Background: an optimization exercise with open tools, aiming at small area, a short achievable clock period and few clock cycles per item. Do not read the settings as production practice. RTL that was checked went through simulation tests only; none was proved equivalent to the original. Power is estimated from default activity; no workload was simulated.

## source_text_tokenizer
module source_text_tokenizer (
  input  logic                             clk_i,
  input  logic                             rst_ni,
  input  logic                             txt_valid_i,
  output logic                             txt_ready_o,
  input  logic [7:0]                       txt_char_i,
  input  logic                             txt_end_i,
  output logic                             tok_valid_o,
  input  logic                             tok_ready_i,
  output logic [stt_pkg::KindBits-1:0]     tok_kind_o,
  output logic [stt_pkg::LineBits-1:0]     tok_line_o,
  output logic [stt_pkg::ColBits-1:0]      tok_col_o,
  output logic [stt_pkg::OffsetBits-1:0]   tok_offset_o,
  output logic [stt_pkg::LengthBits-1:0]   tok_length_o,
  output logic                             tok_last_o
);
Size: about 760 cells after synthesis, about 180 flip-flops.
export LEC_CHECK = 0
export CAP_MARGIN = 20
export CORE_MARGIN = 2
export CORE_UTILIZATION = 40
export CTS_BUF_LIST = sky130_fd_sc_hd__clkbuf_8
export SETUP_SLACK_MARGIN = 2.35
export SLEW_MARGIN = 20
create_clock -name core_clock -period 5.0 [get_ports {clk_i}]
standard.sh (not shown) runs the stock make flow with config.mk's settings and CLKGATE_MAP_FILE= SYNTH_SCRIPT=/design/flow/synth_recipe.tcl, a recipe that flattens the netlist after the stock synthesis.
==> flow/flow/run.sh <==
#!/bin/bash
# The standard layout (standard.sh, the standard flow's own ORFS run) with these ORFS
# settings changed; make's full output goes to make.log here, each ORFS step's
# log to orfs/logs.
set -euo pipefail
export BUFFER_PORTS_ARGS="-buffer_cell sky130_fd_sc_hd__buf_1"
export SKIP_GATE_CLONING=1
bash standard.sh > make.log 2>&1
Rerun with:
Settings changed: SETUP_SLACK_MARGIN 2.35 to 2.25.
The new run ran to the end with no violations.
First-iteration DRC count falls by a few percent.
Combinational power falls by a quarter to a third.
Clock power falls by a few percent.
Clock-buffer cell count falls by 1.
No functional check of the RTL was part of any run of this note.

source_text_tokenizer, a different RTL version from the one above (not shown whole).
For scale: about 180 flip-flops, about 100 I/O pins.
## source_text_tokenizer
module source_text_tokenizer (
  input  logic                             clk_i,
  input  logic                             rst_ni,
  input  logic                             txt_valid_i,
  output logic                             txt_ready_o,
  input  logic [7:0]                       txt_char_i,
  input  logic                             txt_end_i,
  output logic                             tok_valid_o,
  input  logic                             tok_ready_i,
  output logic [stt_pkg::KindBits-1:0]     tok_kind_o,
  output logic [stt_pkg::LineBits-1:0]     tok_line_o,
  output logic [stt_pkg::ColBits-1:0]      tok_col_o,
  output logic [stt_pkg::OffsetBits-1:0]   tok_offset_o,
  output logic [stt_pkg::LengthBits-1:0]   tok_length_o,
  output logic                             tok_last_o
);
==> flow/config.mk <==
export PLATFORM = sky130hd
export DESIGN_NAME = source_text_tokenizer
export DESIGN_NICKNAME = source_text_tokenizer
export VERILOG_FILES = /design/flow/design.v
export SDC_FILE = /design/flow/constraint.sdc
export NUM_CORES = 4
export LEC_CHECK = 0
export CAP_MARGIN = 20
export CORE_MARGIN = 2
export CORE_UTILIZATION = 40
export CTS_BUF_LIST = sky130_fd_sc_hd__clkbuf_8
export PLACE_DENSITY = 0.5
export SETUP_SLACK_MARGIN = 2.25
export SLEW_MARGIN = 20
==> flow/constraint.sdc <==
create_clock -name core_clock -period 5.0 [get_ports {clk_i}]
set_input_delay 1.0000 -clock core_clock [delete_from_list [all_inputs] [get_ports {clk_i}]]
set_output_delay 1.0000 -clock core_clock [all_outputs]
set_load 0.01 [all_outputs]
Scripts as last shown in full above: flow/flow/run.sh
The baseline went through all stages and came out clean.
Testbench counts at the start, summed over its fixed seeds: cycles 24,838, bytes 24,017.
Edit:
--- a/flow/config.mk
+++ b/flow/config.mk
@@ -12,2 +12 @@
-export PLACE_DENSITY = 0.5
-export SETUP_SLACK_MARGIN = 2.25
+export SETUP_SLACK_MARGIN = 2.2
Effect: The new run completed without violations; sequential cell count does not change; setup slack got worse by 39 ps; clock skew came out higher by 3.4 ps; register-to-register slack hardly moves; core utilization went down by 0.36 points; cell area fell by 0.78%; synthesized cell count is unchanged; combinational power decreases by about 5%; area after synthesis does not change; critical path depth stays the same; final cell count falls by 0.72%.
Edit:
--- a/flow/flow/run.sh
+++ b/flow/flow/run.sh
@@ -7 +6,0 @@
-export SKIP_GATE_CLONING=1
--- a/flow/config.mk
+++ b/flow/config.mk
@@ -12 +12 @@
-export SETUP_SLACK_MARGIN = 2.2
+export SETUP_SLACK_MARGIN = 2.5
Outcome: The changed run finished with timing, DRC and antenna clean; combinational power rises by 32%; worst setup slack improved by 140 ps; sequential cell count stays the same; clock power rises by about 6%; design area rises by 8.4%; sequential power hardly moves; final cell count rises by 3.0%; critical path depth falls by 5.
Edit:
--- a/flow/flow/run.sh
+++ b/flow/flow/run.sh
@@ -6,0 +7 @@
+export SKIP_GATE_CLONING=1
--- a/flow/config.mk
+++ b/flow/config.mk
@@ -12 +12 @@
-export SETUP_SLACK_MARGIN = 2.5
+export SETUP_SLACK_MARGIN = 2.3
Fmax decreases by 2.7%.
Cell area fell by 6.9%.
Area after synthesis is unchanged.

== try-xenon ==
source_text_tokenizer, a different RTL version from the one above (not shown whole).
Size in the first run: ~700 cells after synthesis, roughly 170 flip-flops, about 100 I/O pins, roughly 7600 µm² of cells after synthesis.
Design source_text_tokenizer, start of the top module:
module source_text_tokenizer (
  input  logic                             clk_i,
  input  logic                             rst_ni,
  input  logic                             txt_valid_i,
  output logic                             txt_ready_o,
  input  logic [7:0]                       txt_char_i,
  input  logic                             txt_end_i,
  output logic                             tok_valid_o,
  input  logic                             tok_ready_i,
  output logic [stt_pkg::KindBits-1:0]     tok_kind_o,
  output logic [stt_pkg::LineBits-1:0]     tok_line_o,
  output logic [stt_pkg::ColBits-1:0]      tok_col_o,
  output logic [stt_pkg::OffsetBits-1:0]   tok_offset_o,
  output logic [stt_pkg::LengthBits-1:0]   tok_length_o,
  output logic                             tok_last_o
);
  typedef struct packed {
    logic       e;
    logic       al;
    logic       dg;
    logic       dt;
    logic       eq;
    logic       bg;
    logic       lf;
    logic       sg;
    logic [4:0] sk;
  } cls_t;
  typedef struct packed {
    logic id;
    logic num;
    logic dot;    
    logic op;     
  } mode_t;
  typedef struct packed {
    logic       v;       
    logic       sa;      
    logic       sp;      
    logic       sb;      
    logic       last;
    logic       fin;     
    logic       stp;     
    logic       lrun;    
    logic [1:0] lsm;     
    logic [4:0] kind;
  } pres_t;
  function automatic cls_t classify(input logic [7:0] c, input logic end_i);
    cls_t r;
    logic e;
    e    = end_i || (c == stt_pkg::ChNul);
    r.e  = e;
    r.al = !e && stt_pkg::is_alpha(c);
    r.dg = !e && stt_pkg::is_digit(c);
    r.dt = !e && (c == stt_pkg::ChDot);
    r.eq = !e && (c == stt_pkg::ChEq);
    r.bg = !e && (c == stt_pkg::ChBang);
    r.lf = !e && (c == stt_pkg::ChLf);
    r.sg = !e && !stt_pkg::is_alpha(c) && !stt_pkg::is_digit(c) && !stt_pkg::is_space(c) &&
           (c != stt_pkg::ChEq) && (c != stt_pkg::ChBang);
    r.sk = stt_pkg::single_kind(c);
    classify = r;
  endfunction
  function automatic pres_t present(input cls_t x, input logic vld, input mode_t m,
                                    input logic bang, input logic seen, input logic ph);
  ...
clock: 5.0 ns
lec_check: 0
cap_margin: 20
core_margin: 2
core_utilization: 40
cts_buf_list: sky130_fd_sc_hd__clkbuf_8
setup_slack_margin: 2.44
slew_margin: 20
==> flow/flow/run.sh <==
#!/bin/bash
# The standard layout (standard.sh, the standard flow's own ORFS run) with these ORFS
# settings changed; make's full output goes to make.log here, each ORFS step's
# log to orfs/logs.
set -euo pipefail
export BUFFER_PORTS_ARGS="-buffer_cell sky130_fd_sc_hd__buf_1"
export SKIP_GATE_CLONING=1
bash standard.sh > make.log 2>&1
Testbench counts of try-xenon, summed over its fixed seeds: cycles 24,838, bytes 24,017.
Modified inputs, try-indigo compared to try-xenon
diff --git a/flow/config.mk b/flow/config.mk
--- a/flow/config.mk
+++ b/flow/config.mk
@@ -12 +12 @@
-export SETUP_SLACK_MARGIN = 2.44
+export SETUP_SLACK_MARGIN = 2.65
==> run summary <==
Looking at commonest non-fill, non-tap cell in the layout, the sky130_fd_sc_hd__dfrtp_1 result is from try-indigo; the sky130_fd_sc_hd__buf_1 one comes from try-xenon.
When try-indigo is measured against try-xenon, its total non-filler cell area in the finished layout turns out 6.0% higher.
Max clock network contribution to total cell area across try-xenon and try-indigo: try-xenon
The global-route usage of try-xenon and that of try-indigo are within noise of each other.
try-indigo vs. try-xenon: utilization rose 2.9 points, proportion of cell area occupied by multi-input gates about even, area growth from synthesis to layout rose 7.0 points.
Here is what was changed in the inputs of try-ember compared with try-indigo.
diff --git a/flow/config.mk b/flow/config.mk
--- a/flow/config.mk
+++ b/flow/config.mk
@@ -10 +10 @@
-export CORE_UTILIZATION = 40
+export CORE_UTILIZATION = 35
@@ -12 +12 @@
-export SETUP_SLACK_MARGIN = 2.65
+export SETUP_SLACK_MARGIN = 2.45
Results
Changes observed in try-ember relative to try-indigo: first-iteration DRC count now larger, overall via count from detail_route shows a reduction of 4.7%, clock network fraction of design power increased 3.7 points, maximum number of pins on one net before global-route repair decreased 8, total clock network power moved up. | wire length of the first global-routing pass | try-ember vs try-indigo | better |. NOTE power try-indigo->try-ember increased slightly.

re-timing with driven ports:
The results above use ideal ports. As a check the final layouts listed here were re-extracted and re-timed, cells and wires unchanged.
Step 1 (the two cells are an assumption about what drives the block):
set clk [get_ports {clk_i}]
set_driving_cell -lib_cell sky130_fd_sc_hd__clkbuf_16 $clk
set_driving_cell -lib_cell sky130_fd_sc_hd__buf_2 [delete_from_list [all_inputs] $clk]
Step 2, shift: input delay + t, output delay - t, t = (earliest + latest rising clock arrival at the registers) / 2. This alone moves slack from input paths to output paths.
Three values: ideal ports, drivers, drivers and shift; two values: the first two.
run	t, ns	slack for setup (ns)	worst hold slack (ns)	worst setup path at the end	clock arrival spread, ns
the first run of note 1	0.491	2.014 / 1.952 / 1.498	0.455 / 0.455 / 0.455	input to register	0.015 / 0.015
the second run of note 1	0.491	2.032 / 1.961 / 1.529	0.401 / 0.384 / 0.461	input to register	0.011 / 0.011
the first run of note 2	0.496	2.326 / 2.326 / 1.830	0.446 / 0.446 / 0.446	input to register	0.014 / 0.014
the second run of note 2	0.513	2.287 / 2.252 / 1.739	0.449 / 0.449 / 0.449	input to register	0.018 / 0.018
the third run of note 2	0.482	2.424 / 2.389 / 1.977	0.448 / 0.448 / 0.448	input to register	0.014 / 0.014
the fourth run of note 2	0.502	2.352 / 2.312 / 1.906	0.446 / 0.446 / 0.446	input to register	0.019 / 0.019
try-xenon	0.489	2.466 / 2.422 / 2.020	0.490 / 0.490 / 0.490	input to register	0.017 / 0.017
try-indigo	0.475	2.457 / 2.411 / 2.147	0.482 / 0.482 / 0.482	input to register	0.014 / 0.014
try-ember	0.480	2.375 / 2.344 / 2.034	0.487 / 0.487 / 0.487	input to register	0.014 / 0.013
After both steps every run listed still meets setup and hold. For the second run of note 2, which loses most, drivers alone change the setup slack by -0.035 ns; drivers and shift together by -0.548 ns.
